What follows belongs to an exercise in optimizing a design on an open flow for small area and few clock cycles per item; a production flow would make more cautious choices.
The RTL was checked by simulation tests, not by an equivalence proof against the original design.

==> inputs of run M <==
==> flow/design.v (excerpt) <==
module xy_stepper_line_interpolator #(
  parameter int unsigned POS_BITS = 24
) (
  input  logic                       clk_i,
  input  logic                       rst_ni,
  input  logic                       s_axis_tvalid,
  output logic                       s_axis_tready,
  input  logic [((2*POS_BITS+7)/8)*8-1:0] s_axis_tdata,
  input  logic [1:0]                 s_axis_tuser,
  output logic                       m_axis_tvalid,
  input  logic                       m_axis_tready,
  output logic [((2*POS_BITS+6+7)/8)*8-1:0] m_axis_tdata,
  input  logic                       cfg_valid_i,
  output logic                       cfg_ready_o,
  input  logic [1:0]                 cfg_index_i,
  input  logic [POS_BITS-2:0]        cfg_data_i
);
clock: 9.0 ns
lec_check: 0
cap_margin: 20
core_margin: 2
core_utilization: 40
slew_margin: 20
run.sh (not shown) runs the stock make flow with config.mk's settings and CLKGATE_MAP_FILE= SYNTH_SCRIPT=/design/flow/synth_recipe.tcl, a recipe that flattens the netlist after the stock synthesis.
==> inputs of run B, as changes to run M <==
--- a/flow/design.v
+++ b/flow/design.v
@@ -36,63 +36,39 @@
   input  xyli_pkg::cfg_reg_e   wr_index_i,
   input  logic [POS_BITS-2:0]  wr_data_i,
   output logic                 x_pol_o,
   output logic                 y_pol_o,
   output logic [POS_BITS-2:0]  x_lim_o,
   output logic [POS_BITS-2:0]  y_lim_o
 );
   logic                x_pol_q, y_pol_q;
-  logic [POS_BITS-2:0] x_lim_nq, y_lim_nq;
+  logic [POS_BITS-2:0] x_lim_q, y_lim_q;
   always_ff @(posedge clk_i or negedge rst_ni) begin
     if (!rst_ni) begin
       x_pol_q <= 1'b0;
       y_pol_q <= 1'b0;
-      x_lim_nq <= '0;
-      y_lim_nq <= '0;
+      x_lim_q <= '1;
+      y_lim_q <= '1;
     end else if (wr_en_i) begin
       unique case (wr_index_i)
         xyli_pkg::CFG_X_DIR_POL: x_pol_q <= wr_data_i[0];
         xyli_pkg::CFG_Y_DIR_POL: y_pol_q <= wr_data_i[0];
-        xyli_pkg::CFG_X_LIMIT:   x_lim_nq <= ~wr_data_i;
-        xyli_pkg::CFG_Y_LIMIT:   y_lim_nq <= ~wr_data_i;
+        xyli_pkg::CFG_X_LIMIT:   x_lim_q <= wr_data_i;
+        xyli_pkg::CFG_Y_LIMIT:   y_lim_q <= wr_data_i;
         default: ;
       endcase
     end
   end
   assign x_pol_o = x_pol_q;
   assign y_pol_o = y_pol_q;
-  assign x_lim_o = ~x_lim_nq;
-  assign y_lim_o = ~y_lim_nq;
+  assign x_lim_o = x_lim_q;
+  assign y_lim_o = y_lim_q;
 endmodule
 `timescale 1ns / 1ps
-module xyli_add #(
-  parameter int unsigned N = 8
-) (
-  input  logic [N-1:0] a_i,
-  input  logic [N-1:0] b_i,
-  input  logic         c_i,
-  output logic [N-1:0] s_o
-);
-  logic [N-1:0] p, g;
-  logic [N:0]   c;
-  always_comb begin
-    p    = a_i ^ b_i;
-    g    = a_i & b_i;
-    c    = '0;
-    c[0] = c_i;
-    for (int unsigned i = 0; i < N; i += 2) begin
-      c[i+1] = g[i] | (p[i] & c[i]);
-      if (i + 1 < N) begin
-        c[i+2] = g[i+1] | (p[i+1] & g[i]) | (p[i+1] & p[i] & c[i]);
-      end
-    end
-    s_o = p ^ c[N-1:0];
-  end
-endmodule
 module xyli_core #(
   parameter int unsigned POS_BITS = 24
 ) (
   input  logic                        clk_i,
   input  logic                        rst_ni,
   input  logic                        en_i,
   input  xyli_pkg::op_e               op_i,
   input  logic                        rel_i,
@@ -111,97 +87,56 @@
   localparam int unsigned E2_BITS  = ERR_BITS + 1;
   logic signed [POS_BITS-1:0] cur_x_q, cur_y_q;
   logic        [POS_BITS-1:0] adx_q, ady_q, cnt_q;
   logic signed [ERR_BITS-1:0] err_q;
   logic sign_x_q, sign_y_q;
   logic pin_x_q, pin_y_q, phase_q, moving_q;
   logic px_q, py_q, done_q;
   logic        [DLT_BITS-1:0] sx, sy, ddx, ddy;
-  logic        [POS_BITS:0]   nzx, nzy;
   logic        [POS_BITS-1:0] st_adx, st_ady;
-  logic        [ERR_BITS-1:0] st_err;
+  logic signed [ERR_BITS-1:0] st_err;
   logic                       ddx_pos, ddy_pos;
   logic signed [E2_BITS-1:0]  e2, adx_e, ady_e;
   logic signed [POS_BITS-1:0] lim_x, lim_y;
   logic                       tst_x, tst_y;
-  logic        [POS_BITS-1:0] tx_flip, ty_flip, cnt_flip;
   logic signed [POS_BITS-1:0] nx, ny;
   logic                       pul_x, pul_y;
-  logic        [ERR_BITS-1:0] csa_y, csa_z, csa_s, csa_c, err_tick;
+  logic signed [ERR_BITS-1:0] err_tick;
   logic                       reached;
-  xyli_add #(.N(DLT_BITS)) u_sx (
-    .a_i ({tgt_x_i[POS_BITS-1], tgt_x_i}),
-    .b_i ({DLT_BITS{!rel_i}} ^ {cur_x_q[POS_BITS-1], cur_x_q}),
-    .c_i (!rel_i),
-    .s_o (sx)
-  );
-  xyli_add #(.N(DLT_BITS)) u_sy (
-    .a_i ({tgt_y_i[POS_BITS-1], tgt_y_i}),
-    .b_i ({DLT_BITS{!rel_i}} ^ {cur_y_q[POS_BITS-1], cur_y_q}),
-    .c_i (!rel_i),
-    .s_o (sy)
-  );
   always_comb begin
+    sx = {tgt_x_i[POS_BITS-1], tgt_x_i}
+       + ({DLT_BITS{!rel_i}} ^ {cur_x_q[POS_BITS-1], cur_x_q})
+       + DLT_BITS'(!rel_i);
+    sy = {tgt_y_i[POS_BITS-1], tgt_y_i}
+       + ({DLT_BITS{!rel_i}} ^ {cur_y_q[POS_BITS-1], cur_y_q})
+       + DLT_BITS'(!rel_i);
     ddx = rel_i ? {tgt_x_i[POS_BITS-1] ^ sx[DLT_BITS-1] ^ sx[POS_BITS-1], tgt_x_i} : sx;
     ddy = rel_i ? {tgt_y_i[POS_BITS-1] ^ sy[DLT_BITS-1] ^ sy[POS_BITS-1], tgt_y_i} : sy;
-    nzx[0] = 1'b0;
-    nzy[0] = 1'b0;
-    for (int unsigned i = 0; i < POS_BITS; i++) begin
-      nzx[i+1]  = nzx[i] | ddx[i];
-      nzy[i+1]  = nzy[i] | ddy[i];
-      st_adx[i] = ddx[i] ^ (ddx[DLT_BITS-1] & nzx[i]);
-      st_ady[i] = ddy[i] ^ (ddy[DLT_BITS-1] & nzy[i]);
-    end
-    ddx_pos = !ddx[DLT_BITS-1] && nzx[POS_BITS];
-    ddy_pos = !ddy[DLT_BITS-1] && nzy[POS_BITS];
-  end
-  logic [ERR_BITS-1:0] err0_a, err0_b;
-  assign err0_a = {2'b00, st_adx};
-  assign err0_b = ~{2'b00, st_ady};
-  xyli_add #(.N(ERR_BITS)) u_err0 (
-    .a_i (err0_a),
-    .b_i (err0_b),
-    .c_i (1'b1),
-    .s_o (st_err)
-  );
+    ddx_pos = !ddx[DLT_BITS-1] && (ddx != '0);
+    ddy_pos = !ddy[DLT_BITS-1] && (ddy != '0);
+    st_adx  = ddx[DLT_BITS-1] ? POS_BITS'(-ddx) : ddx[POS_BITS-1:0];
+    st_ady  = ddy[DLT_BITS-1] ? POS_BITS'(-ddy) : ddy[POS_BITS-1:0];
+    st_err  = ERR_BITS'(st_adx) - ERR_BITS'(st_ady);
+  end
   always_comb begin
     e2       = {err_q, 1'b0};
-    adx_e    = {3'b000, adx_q};
-    ady_e    = {3'b000, ady_q};
+    adx_e    = E2_BITS'(adx_q);
+    ady_e    = E2_BITS'(ady_q);
     tst_x    = e2 >= -ady_e;
     tst_y    = e2 <= adx_e;
-    tx_flip[0]  = 1'b1;
-    ty_flip[0]  = 1'b1;
-    cnt_flip[0] = 1'b1;
-    for (int unsigned i = 1; i < POS_BITS; i++) begin
-      tx_flip[i]  = tx_flip[i-1] & (cur_x_q[i-1] ^ sign_x_q);
-      ty_flip[i]  = ty_flip[i-1] & (cur_y_q[i-1] ^ sign_y_q);
-      cnt_flip[i] = cnt_flip[i-1] & !cnt_q[i-1];
-    end
-    nx       = cur_x_q ^ tx_flip;
-    ny       = cur_y_q ^ ty_flip;
-    reached  = cnt_flip[POS_BITS-1] & !cnt_q[POS_BITS-1];
+    nx       = cur_x_q + {{(POS_BITS-1){sign_x_q}}, 1'b1};
+    ny       = cur_y_q + {{(POS_BITS-1){sign_y_q}}, 1'b1};
     lim_x    = {1'b0, x_lim_i};
     lim_y    = {1'b0, y_lim_i};
     pul_x    = pin_x_q ? (nx < lim_x) : (!nx[POS_BITS-1] && (nx != '0));
     pul_y    = pin_y_q ? (ny < lim_y) : (!ny[POS_BITS-1] && (ny != '0));
-    csa_y    = tst_x ? ~{2'b00, ady_q} : '0;
-    csa_z    = tst_y ? {2'b00, adx_q} : '0;
-    csa_s    = err_q ^ csa_y ^ csa_z;
-    csa_c    = {(err_q[ERR_BITS-2:0] & csa_y[ERR_BITS-2:0])
-              | (err_q[ERR_BITS-2:0] & csa_z[ERR_BITS-2:0])
-              | (csa_y[ERR_BITS-2:0] & csa_z[ERR_BITS-2:0]), tst_x};
-  end
-  xyli_add #(.N(ERR_BITS)) u_tick (
-    .a_i (csa_s),
-    .b_i (csa_c),
-    .c_i (1'b0),
-    .s_o (err_tick)
-  );
+    err_tick = err_q - (tst_x ? ERR_BITS'(ady_q) : '0) + (tst_y ? ERR_BITS'(adx_q) : '0);
+    reached  = (cnt_q == '0);
+  end
   always_ff @(posedge clk_i or negedge rst_ni) begin
     if (!rst_ni) begin
       cur_x_q  <= '0;
       cur_y_q  <= '0;
       pin_x_q  <= 1'b0;
       pin_y_q  <= 1'b0;
       phase_q  <= 1'b0;
       moving_q <= 1'b0;
@@ -234,20 +169,20 @@
         adx_q    <= st_adx;
         ady_q    <= st_ady;
         err_q    <= st_err;
         cnt_q    <= st_err[ERR_BITS-1] ? st_ady : st_adx;
       end else if (moving_q) begin
         if (reached) begin
           done_q <= 1'b1;
         end else if (!phase_q) begin
-          px_q    <= tst_x && pul_x;
-          py_q    <= tst_y && pul_y;
-          err_q   <= err_tick;
-          cnt_q   <= cnt_q ^ cnt_flip;
+          px_q  <= tst_x && pul_x;
+          py_q  <= tst_y && pul_y;
+          err_q <= err_tick;
+          cnt_q <= cnt_q - POS_BITS'(1);
         end
       end
     end
   end
   assign flags_o.step_x = px_q;
   assign flags_o.step_y = py_q;
   assign flags_o.dir_x  = pin_x_q;
   assign flags_o.dir_y  = pin_y_q;
==> summary of the runs <==
Against run M, the synthesized area of run B is larger by 6.9%.
Between run M and run B, the lower die area is in run M (gap 6.4%, measured against run B).
Of run B and run M, run M has the higher sequential share of layout area (gap 1.3 points).
Of run M and run B, run B has the higher maximum frequency (gap 1.5%, measured against run B).
Testbench counts of run M, summed over its fixed seeds: cycles 24,284, items 24,276.
Testbench counts of run B, summed over its fixed seeds: cycles 24,284, items 24,276.


==> inputs of xenon <==
Another version of the RTL of xy_stepper_line_interpolator (not shown whole).
// xy_stepper_line_interpolator
module xy_stepper_line_interpolator #(
  parameter int unsigned POS_BITS = 24
) (
  input  logic                       clk_i,
  input  logic                       rst_ni,
  input  logic                       s_axis_tvalid,
  output logic                       s_axis_tready,
  input  logic [((2*POS_BITS+7)/8)*8-1:0] s_axis_tdata,
  input  logic [1:0]                 s_axis_tuser,
  output logic                       m_axis_tvalid,
  input  logic                       m_axis_tready,
  output logic [((2*POS_BITS+6+7)/8)*8-1:0] m_axis_tdata,
  input  logic                       cfg_valid_i,
  output logic                       cfg_ready_o,
  input  logic [1:0]                 cfg_index_i,
  input  logic [POS_BITS-2:0]        cfg_data_i
);
export LEC_CHECK = 0
export CAP_MARGIN = 20
export CORE_MARGIN = 2
export CORE_UTILIZATION = 40
export CTS_BUF_LIST = sky130_fd_sc_hd__clkbuf_16
export CTS_CLUSTER_DIAMETER = 100
export CTS_CLUSTER_SIZE = 25
export GPL_TIMING_DRIVEN = 0
export SLEW_MARGIN = 20
create_clock -name core_clock -period 9.0 [get_ports {clk_i}]
standard.sh (not shown) runs the stock make flow with config.mk's settings and CLKGATE_MAP_FILE= SYNTH_SCRIPT=/design/flow/synth_recipe.tcl, a recipe that flattens the netlist after the stock synthesis.
==> flow/flow/run.sh <==
#!/bin/bash
# The standard layout (the standard.sh), with the port buffers that ORFS puts on every
# input and output made the smallest buffer cell instead of the delay buffer it picks itself.
set -e
export BUFFER_PORTS_ARGS="-buffer_cell sky130_fd_sc_hd__buf_1"
bash standard.sh > standard.log 2>&1
==> onyx: changes against xenon <==
--- a/flow/design.v
+++ b/flow/design.v
@@ -74,14 +74,14 @@
   output logic         c_o
 );
   logic [N:0] c;
   always_comb begin
     c[0] = c_i;
     for (int unsigned i = 0; i < N; i++) begin
-      s_o[i] = a_i[i] ^ b_i[i] ^ c[i];
-      c[i+1] = (a_i[i] & b_i[i]) | (c[i] & (a_i[i] ^ b_i[i]));
+      s_o[i] = ~(a_i[i] ^ b_i[i] ^ ~c[i]);
+      c[i+1] = ~((~a_i[i] & ~b_i[i]) | (~c[i] & (~a_i[i] | ~b_i[i])));
     end
     c_o = c[N];
   end
 endmodule
 module xyli_cadd #(
   parameter int unsigned N = 16,
@@ -134,13 +134,13 @@
   localparam int unsigned W  = P + 2;       
   localparam int unsigned L  = 13;          
   localparam int unsigned PL = 12;          
   logic [P-1:0] cur_x_q, cur_y_q;
   logic         pin_x_q, pin_y_q, phase_q, moving_q, st1_q, st2_q, vp_q;
   logic         sgn_x_q, sgn_y_q, xmaj_q, negx_q, negy_q;
-  logic [P-1:0] j_q, mn_q, cntn_q;
+  logic [P-1:0] j_q, mnn_q, cntn_q;
   logic [D-1:0] vh_q;
   logic         vc_q;
   logic         fx_q, fy_q, lbx_q, lby_q;
   logic         px_q, py_q, done_q;
   logic [D-1:0] sx, sy, ddx, ddy, bx, by, ex, ey;
   logic [P:0]   nzx, nzy;
@@ -183,25 +183,25 @@
       nzy[i+1] = nzy[i] | ddy[i];
       st_ax[i] = ddx[i] ^ (ddx[D-1] & nzx[i]);
       st_ay[i] = ddy[i] ^ (ddy[D-1] & nzy[i]);
     end
   end
   assign ddx_pos = !negx_q && (j_q != '0);
-  assign ddy_pos = !negy_q && (mn_q != '0);
+  assign ddy_pos = !negy_q && (mnn_q != '1);
   assign dd_a = {1'b0, j_q};
-  assign dd_b = ~{1'b0, mn_q};
-  xyli_cadd #(.N(D), .K(16)) u_dd (.a_i(dd_a), .b_i(dd_b), .c_i(1'b1), .s_o(dd));
+  assign dd_b = {1'b1, mnn_q};
+  xyli_cadd #(.N(D), .K(13)) u_dd (.a_i(dd_a), .b_i(dd_b), .c_i(1'b1), .s_o(dd));
   assign dd_s   = dd[D-1];
-  assign st_mn  = dd_s ? j_q : mn_q;
-  assign st_cnt = dd_s ? mn_q : j_q;
+  assign st_mn  = dd_s ? ~j_q : mnn_q;      
+  assign st_cnt = dd_s ? mnn_q : ~j_q;      
   assign jx   = j_q ^ {P{!xmaj_q}};
   assign v0_a = {2'b00, jx};
-  assign v0_b = ~{2'b00, mn_q};
-  xyli_cadd #(.N(W), .K(16)) u_v0 (.a_i(v0_a), .b_i(v0_b), .c_i(!xmaj_q), .s_o(v0));
+  assign v0_b = {2'b11, mnn_q};
+  xyli_cadd #(.N(W), .K(14)) u_v0 (.a_i(v0_a), .b_i(v0_b), .c_i(!xmaj_q), .s_o(v0));
   assign neg = vh_q[D-1];
-  assign xa  = neg ? {1'b0, jx} : ~{1'b0, mn_q};
+  assign xa  = neg ? {1'b0, jx} : {1'b1, mnn_q};
   xyli_rca #(.N(L)) u_vlo (
     .a_i (vh_q[L-1:0]), .b_i (xa[L-1:0]), .c_i (neg ? !xmaj_q : 1'b1), .s_o (vlo), .c_o (vlo_c)
   );
   xyli_rca #(.N(D-L)) u_vhi (
     .a_i (vh_q[D-1:L]), .b_i (xa[D-1:L]), .c_i (vc_q), .s_o (vhi), .c_o ()
   );
@@ -293,20 +293,20 @@
       px_q   <= step && step_x && pul_x;
       py_q   <= step && step_y && pul_y;
       done_q <= tick && reached;
     end
     if (start) begin
       j_q     <= st_ax;
-      mn_q    <= st_ay;
+      mnn_q   <= ~st_ay;
     end
     if (st1_q) begin
       sgn_x_q <= !ddx_pos;
       sgn_y_q <= !ddy_pos;
       j_q    <= dd[P-1:0];
-      mn_q   <= st_mn;
-      cntn_q <= ~st_cnt;
+      mnn_q  <= st_mn;
+      cntn_q <= st_cnt;
       xmaj_q <= !dd_s;
     end else if (step) begin
       cntn_q <= cnt_inc;
     end
     if (st2_q) begin
       vh_q <= v0[W-1:1];
Settings changed: CORE_UTILIZATION 40 to 50, CTS_BUF_LIST sky130_fd_sc_hd__clkbuf_16 to sky130_fd_sc_hd__clkbuf_8, CTS_CLUSTER_DIAMETER 100 to 80, CTS_CLUSTER_SIZE 25 to 15, GPL_TIMING_DRIVEN 0 to not set.
==> zinc: changes against xenon <==
--- a/flow/design.v
+++ b/flow/design.v
@@ -80,46 +80,42 @@
       s_o[i] = a_i[i] ^ b_i[i] ^ c[i];
       c[i+1] = (a_i[i] & b_i[i]) | (c[i] & (a_i[i] ^ b_i[i]));
     end
     c_o = c[N];
   end
 endmodule
-module xyli_cadd #(
+module xyli_csel #(
   parameter int unsigned N = 16,
   parameter int unsigned K = 8
 ) (
   input  logic [N-1:0] a_i,
   input  logic [N-1:0] b_i,
   input  logic         c_i,
   output logic [N-1:0] s_o
 );
   logic [K-1:0]   s_lo;
-  logic [N-K-1:0] s_h, all1;
+  logic [N-K-1:0] s_h0, s_h1;
   logic           c_lo;
   xyli_rca #(.N(K)) u_lo (
     .a_i (a_i[K-1:0]), .b_i (b_i[K-1:0]), .c_i (c_i), .s_o (s_lo), .c_o (c_lo)
   );
-  xyli_rca #(.N(N-K)) u_hi (
-    .a_i (a_i[N-1:K]), .b_i (b_i[N-1:K]), .c_i (1'b0), .s_o (s_h), .c_o ()
+  xyli_rca #(.N(N-K)) u_h0 (
+    .a_i (a_i[N-1:K]), .b_i (b_i[N-1:K]), .c_i (1'b0), .s_o (s_h0), .c_o ()
   );
-  always_comb begin
-    all1[0] = 1'b1;
-    for (int unsigned i = 1; i < N - K; i++) begin
-      all1[i] = all1[i-1] & s_h[i-1];
-    end
-  end
-  assign s_o = {s_h ^ (all1 & {(N-K){c_lo}}), s_lo};
+  xyli_rca #(.N(N-K)) u_h1 (
+    .a_i (a_i[N-1:K]), .b_i (b_i[N-1:K]), .c_i (1'b1), .s_o (s_h1), .c_o ()
+  );
+  assign s_o = {c_lo ? s_h1 : s_h0, s_lo};
 endmodule
 module xyli_core #(
   parameter int unsigned POS_BITS = 24
 ) (
   input  logic                        clk_i,
   input  logic                        rst_ni,
   input  logic                        en_i,
   output logic                        busy_o,
-  output logic                        planned_o,
   input  xyli_pkg::op_e               op_i,
   input  logic                        rel_i,
   input  logic signed [POS_BITS-1:0]  tgt_x_i,
   input  logic signed [POS_BITS-1:0]  tgt_y_i,
   input  logic                        x_pol_i,
   input  logic                        y_pol_i,
@@ -133,80 +129,79 @@
   localparam int unsigned D  = P + 1;       
   localparam int unsigned W  = P + 2;       
   localparam int unsigned L  = 13;          
   localparam int unsigned PL = 12;          
   logic [P-1:0] cur_x_q, cur_y_q;
   logic         pin_x_q, pin_y_q, phase_q, moving_q, st1_q, st2_q, vp_q;
-  logic         sgn_x_q, sgn_y_q, xmaj_q, negx_q, negy_q;
-  logic [P-1:0] j_q, mn_q, cntn_q;
+  logic         sgn_x_q, sgn_y_q, xmaj_q;
+  logic [P-1:0] j_q, mn_q, cnt_q;
   logic [D-1:0] vh_q;
-  logic         vc_q;
+  logic         vd_q, vc_q;
   logic         fx_q, fy_q, lbx_q, lby_q;
   logic         px_q, py_q, done_q;
   logic [D-1:0] sx, sy, ddx, ddy, bx, by, ex, ey;
   logic [P:0]   nzx, nzy;
   logic [P-1:0] st_ax, st_ay;
   logic         ddx_pos, ddy_pos;
-  logic         start_x_pos, start_y_pos;
   logic [D-1:0] dd, dd_a, dd_b;
   logic         dd_s;
   logic [P-1:0] st_mn, st_cnt, jx;
   logic [W-1:0] v0, v0_a, v0_b;
   logic         start, tick, step, neg, step_x, step_y, reached;
-  logic [D-1:0] xa;
+  logic [D-1:0] xa, xb;
   logic [L-1:0] vlo;
   logic         vlo_c;
   logic [D-L-1:0] vhi;
   logic [P-1:0] nx, ny;
   logic         nx_c, ny_c;
   logic [P-2:0] lim_nx, lim_ny;
   logic         lx_c, ly_c, hx_c, hy_c;
   logic         pul_x, pul_y;
-  logic [P-1:0] cnt_inc;
+  logic [P-1:0] cnt_dec;
   logic [P:0]   cnt_b;
   assign start  = en_i && (op_i == xyli_pkg::OP_START);
   assign tick   = en_i && (op_i == xyli_pkg::OP_TICK) && moving_q;
-  assign busy_o    = st1_q || st2_q;
-  assign planned_o = st1_q;
+  assign busy_o = st1_q || st2_q;
   assign ex = {tgt_x_i[P-1], tgt_x_i};
   assign ey = {tgt_y_i[P-1], tgt_y_i};
   assign bx = {D{!rel_i}} ^ {cur_x_q[P-1], cur_x_q};
   assign by = {D{!rel_i}} ^ {cur_y_q[P-1], cur_y_q};
-  xyli_cadd #(.N(D), .K(12)) u_sx (.a_i(ex), .b_i(bx), .c_i(!rel_i), .s_o(sx));
-  xyli_cadd #(.N(D), .K(12)) u_sy (.a_i(ey), .b_i(by), .c_i(!rel_i), .s_o(sy));
+  xyli_csel #(.N(D), .K(12)) u_sx (.a_i(ex), .b_i(bx), .c_i(!rel_i), .s_o(sx));
+  xyli_csel #(.N(D), .K(12)) u_sy (.a_i(ey), .b_i(by), .c_i(!rel_i), .s_o(sy));
   always_comb begin
     ddx = rel_i ? {tgt_x_i[P-1] ^ sx[D-1] ^ sx[P-1], tgt_x_i} : sx;
     ddy = rel_i ? {tgt_y_i[P-1] ^ sy[D-1] ^ sy[P-1], tgt_y_i} : sy;
     nzx[0] = 1'b0;
     nzy[0] = 1'b0;
     for (int unsigned i = 0; i < P; i++) begin
       nzx[i+1] = nzx[i] | ddx[i];
       nzy[i+1] = nzy[i] | ddy[i];
       st_ax[i] = ddx[i] ^ (ddx[D-1] & nzx[i]);
       st_ay[i] = ddy[i] ^ (ddy[D-1] & nzy[i]);
     end
+    ddx_pos = !ddx[D-1] && nzx[P];
+    ddy_pos = !ddy[D-1] && nzy[P];
   end
-  assign ddx_pos = !negx_q && (j_q != '0);
-  assign ddy_pos = !negy_q && (mn_q != '0);
   assign dd_a = {1'b0, j_q};
   assign dd_b = ~{1'b0, mn_q};
-  xyli_cadd #(.N(D), .K(16)) u_dd (.a_i(dd_a), .b_i(dd_b), .c_i(1'b1), .s_o(dd));
+  xyli_csel #(.N(D), .K(16)) u_dd (.a_i(dd_a), .b_i(dd_b), .c_i(1'b1), .s_o(dd));
   assign dd_s   = dd[D-1];
   assign st_mn  = dd_s ? j_q : mn_q;
   assign st_cnt = dd_s ? mn_q : j_q;
   assign jx   = j_q ^ {P{!xmaj_q}};
   assign v0_a = {2'b00, jx};
   assign v0_b = ~{2'b00, mn_q};
-  xyli_cadd #(.N(W), .K(16)) u_v0 (.a_i(v0_a), .b_i(v0_b), .c_i(!xmaj_q), .s_o(v0));
+  xyli_csel #(.N(W), .K(16)) u_v0 (.a_i(v0_a), .b_i(v0_b), .c_i(!xmaj_q), .s_o(v0));
   assign neg = vh_q[D-1];
-  assign xa  = neg ? {1'b0, jx} : ~{1'b0, mn_q};
+  assign xa  = neg  ? {1'b0, jx} : ~{1'b0, mn_q};
+  assign xb  = vd_q ? {1'b0, jx} : ~{1'b0, mn_q};
   xyli_rca #(.N(L)) u_vlo (
     .a_i (vh_q[L-1:0]), .b_i (xa[L-1:0]), .c_i (neg ? !xmaj_q : 1'b1), .s_o (vlo), .c_o (vlo_c)
   );
   xyli_rca #(.N(D-L)) u_vhi (
-    .a_i (vh_q[D-1:L]), .b_i (xa[D-1:L]), .c_i (vc_q), .s_o (vhi), .c_o ()
+    .a_i (vh_q[D-1:L]), .b_i (xb[D-1:L]), .c_i (vc_q), .s_o (vhi), .c_o ()
   );
   xyli_rca #(.N(PL)) u_nxl (
     .a_i (cur_x_q[PL-1:0]), .b_i ({{(PL-1){sgn_x_q}}, 1'b1}), .c_i (1'b0),
     .s_o (nx[PL-1:0]), .c_o (nx_c)
   );
   xyli_rca #(.N(P-PL)) u_nxh (
@@ -237,17 +232,17 @@
   );
   assign pul_x = pin_x_q ? (nx[P-1] || !hx_c) : (!nx[P-1] && (nx != '0));
   assign pul_y = pin_y_q ? (ny[P-1] || !hy_c) : (!ny[P-1] && (ny != '0));
   always_comb begin
     cnt_b[0] = 1'b1;
     for (int unsigned i = 0; i < P; i++) begin
-      cnt_inc[i] = cntn_q[i] ^ cnt_b[i];
-      cnt_b[i+1] = cnt_b[i] & cntn_q[i];
+      cnt_dec[i] = cnt_q[i] ^ cnt_b[i];
+      cnt_b[i+1] = cnt_b[i] & !cnt_q[i];
     end
   end
-  assign reached = &cntn_q;
+  assign reached = (cnt_q == '0);
   assign step    = tick && !reached && !phase_q;
   assign step_x  = xmaj_q || neg;
   assign step_y  = !xmaj_q || neg;
   always_ff @(posedge clk_i or negedge rst_ni) begin
     if (!rst_ni) begin
       cur_x_q  <= '0;
@@ -261,17 +256,15 @@
       vp_q     <= 1'b0;
     end else begin
       st1_q <= start;
       st2_q <= st1_q;
       vp_q  <= step;
       if (start) begin
-        moving_q <= 1'b1;
-      end
-      if (st1_q) begin
         pin_x_q  <= ddx_pos ? x_pol_i : !x_pol_i;
         pin_y_q  <= ddy_pos ? y_pol_i : !y_pol_i;
+        moving_q <= 1'b1;
       end
       if (tick) begin
         if (reached) begin
           moving_q <= 1'b0;
         end else begin
           phase_q <= !phase_q;
@@ -281,41 +274,40 @@
       if (step && step_y) cur_y_q <= ny;
     end
   end
   always_ff @(posedge clk_i) begin
     fx_q  <= nx_c;
     fy_q  <= ny_c;
-    negx_q <= ddx[D-1];      
-    negy_q <= ddy[D-1];
-    vc_q   <= vlo_c;         
     lbx_q <= lx_c;
     lby_q <= ly_c;
     if (en_i) begin
       px_q   <= step && step_x && pul_x;
       py_q   <= step && step_y && pul_y;
       done_q <= tick && reached;
     end
     if (start) begin
+      sgn_x_q <= !ddx_pos;
+      sgn_y_q <= !ddy_pos;
       j_q     <= st_ax;
       mn_q    <= st_ay;
     end
     if (st1_q) begin
-      sgn_x_q <= !ddx_pos;
-      sgn_y_q <= !ddy_pos;
       j_q    <= dd[P-1:0];
       mn_q   <= st_mn;
-      cntn_q <= ~st_cnt;
+      cnt_q  <= st_cnt;
       xmaj_q <= !dd_s;
     end else if (step) begin
-      cntn_q <= cnt_inc;
+      cnt_q  <= cnt_dec;
     end
     if (st2_q) begin
       vh_q <= v0[W-1:1];
     end else begin
       if (step) begin
         vh_q[L-1:0] <= vlo;
+        vc_q        <= vlo_c;
+        vd_q        <= neg;
       end
       if (vp_q) begin
         vh_q[D-1:L] <= vhi;
       end
     end
   end
@@ -345,26 +337,26 @@
   output logic                       cfg_ready_o,
   input  logic [1:0]                 cfg_index_i,
   input  logic [POS_BITS-2:0]        cfg_data_i
 );
   localparam int unsigned OUT_BITS = ((2*POS_BITS+6+7)/8)*8;
   logic                       s_fire;
-  logic                       m_vld_q, wr_q, core_busy, core_planned;
+  logic                       m_vld_q, wr_q, core_busy;
   logic                       x_pol, y_pol;
   logic [POS_BITS-2:0]        x_lim, y_lim;
   xyli_pkg::flags_t           flags;
   logic signed [POS_BITS-1:0] pos_x, pos_y;
   assign s_axis_tready = (!m_vld_q || m_axis_tready) && !core_busy && !wr_q;
   assign s_fire        = s_axis_tvalid && s_axis_tready;
   assign cfg_ready_o   = 1'b1;
   always_ff @(posedge clk_i or negedge rst_ni) begin
     if (!rst_ni) begin
       m_vld_q <= 1'b0;
       wr_q    <= 1'b0;
     end else begin
-      m_vld_q <= (s_fire && !s_axis_tuser[0]) || core_planned || (m_vld_q && !m_axis_tready);
+      m_vld_q <= s_fire || (m_vld_q && !m_axis_tready);
       wr_q    <= cfg_valid_i;
     end
   end
   xyli_cfg #(
     .POS_BITS (POS_BITS)
   ) u_cfg (
@@ -381,14 +373,13 @@
   xyli_core #(
     .POS_BITS (POS_BITS)
   ) u_core (
     .clk_i   (clk_i),
     .rst_ni  (rst_ni),
     .en_i    (s_fire),
-    .busy_o    (core_busy),
-    .planned_o (core_planned),
+    .busy_o  (core_busy),
     .op_i    (xyli_pkg::op_e'(s_axis_tuser[0])),
     .rel_i   (s_axis_tuser[1]),
     .tgt_x_i (s_axis_tdata[POS_BITS-1:0]),
     .tgt_y_i (s_axis_tdata[2*POS_BITS-1:POS_BITS]),
     .x_pol_i (x_pol),
     .y_pol_i (y_pol),
==> flow/run.sh (new file) <==
#!/bin/bash
# synth_recipe.tcl (not shown) runs the flow's synth.tcl, then flattens the netlist and writes it again
# the make line also repeats each setting of config.mk as NAME=value (left out here)
make -C /OpenROAD-flow-scripts/flow DESIGN_CONFIG=/design/flow/config.mk WORK_HOME=/design/flow/orfs CLKGATE_MAP_FILE= SYNTH_SCRIPT=/design/flow/synth_recipe.tcl finish
Settings changed: CTS_BUF_LIST sky130_fd_sc_hd__clkbuf_16 to not set, CTS_CLUSTER_DIAMETER 100 to not set, CTS_CLUSTER_SIZE 25 to not set, GPL_TIMING_DRIVEN 0 to not set.
removed: flow/flow/run.sh
removed: flow/standard.sh
==> notes.md <==
                                                                        onyx                    xenon                      zinc
Status                                                  complete, no violations  complete, no violations  finished with violations
Reasons for failing layout checks                                             -                        -      negative setup slack
Wire length of the first global-routing pass                          66,450 µm                82,980 µm                 74,770 µm
Endpoint of the worst hold path                               u_cfg.x_lim_nq[8]        u_cfg.x_lim_nq[0]         u_cfg.x_lim_nq[8]
Cell area after synthesis                                           0.01664 mm²              0.01765 mm²               0.01728 mm²
Final number of setup-violating endpoints                                     0                        0                        50
Min cycle time layout                                                  8.558 ns                 8.804 ns                  10.47 ns
Vias post-DR                                                             11,444                   13,479                    12,755
Cell count after placement                                                2,072                    2,473                     2,447
Share of post-route cells with drive strength above 1                    0.1176                   0.1287                    0.1713
Number of cells on the critical path                                         24                       31                        32
Cell with the most instances after synthesis                               fa_1                    inv_1                     inv_1
Launch instance of the worst register-to-register path            u_core.j_q[0]            u_core.j_q[0]         u_core.cur_x_q[1]
Latest clock arrival within the worst-skew pair                         0.57 ns                  0.50 ns                   0.56 ns
Category of the most critical setup path                             reg -> reg                in -> reg                 in -> reg
Non-clock buffer area fraction after layout                             0.04203                  0.07228                    0.1128
Chip Height                                                            186.4 µm                 214.1 µm                  211.8 µm
Slack of the critical path                                            0.4422 ns                0.1963 ns                 -1.469 ns
Relative max-transition margin                                           0.3432                   0.3695                    0.3032
Synth-to-layout area growth                                              8.947%                   15.52%                    24.88%
Count of clock-net buffers in the final layout                               21                       15                        36
Testbench counts of xenon, summed over its fixed seeds: cycles 24,928, items 24,276.
Testbench counts of onyx, summed over its fixed seeds: cycles 24,928, items 24,276.
Testbench counts of zinc, summed over its fixed seeds: cycles 24,928, items 24,276.

[separate check: timing with driven ports]
Ports are ideal in the flow. The routed layouts listed here were re-timed in OpenROAD. Step 1 assumes that a clkbuf_16 drives the clock port and a buf_2 every other input. Step 2 also shifts input and output timing later by t, the mid clock arrival at the registers, as if the neighbouring blocks saw the same clock. Three values: ideal, step 1, step 2; two values: the first two.
| run | t, ns | slack for setup (ns) | worst data-port slew with drivers (ns) |
|---|---|---|---|
| run M | 0.612 | 0.556 / 0.594 / -0.018 | 0.08 |
| run B | 0.615 | 0.682 / 0.700 / 0.085 | 0.13 |
| xenon | 0.545 | 0.196 / 0.225 / -0.320 | 0.09 |
| onyx | 0.603 | 0.442 / 0.442 / 0.116 | 0.07 |
| zinc | 0.603 | -1.469 / -1.464 / -2.067 | 0.07 |
Met with ideal ports but missed after step 2: setup timing in run M and xenon. For zinc, which loses most, drivers alone change the setup slack by +0.005 ns; drivers and shift together by -0.598 ns.
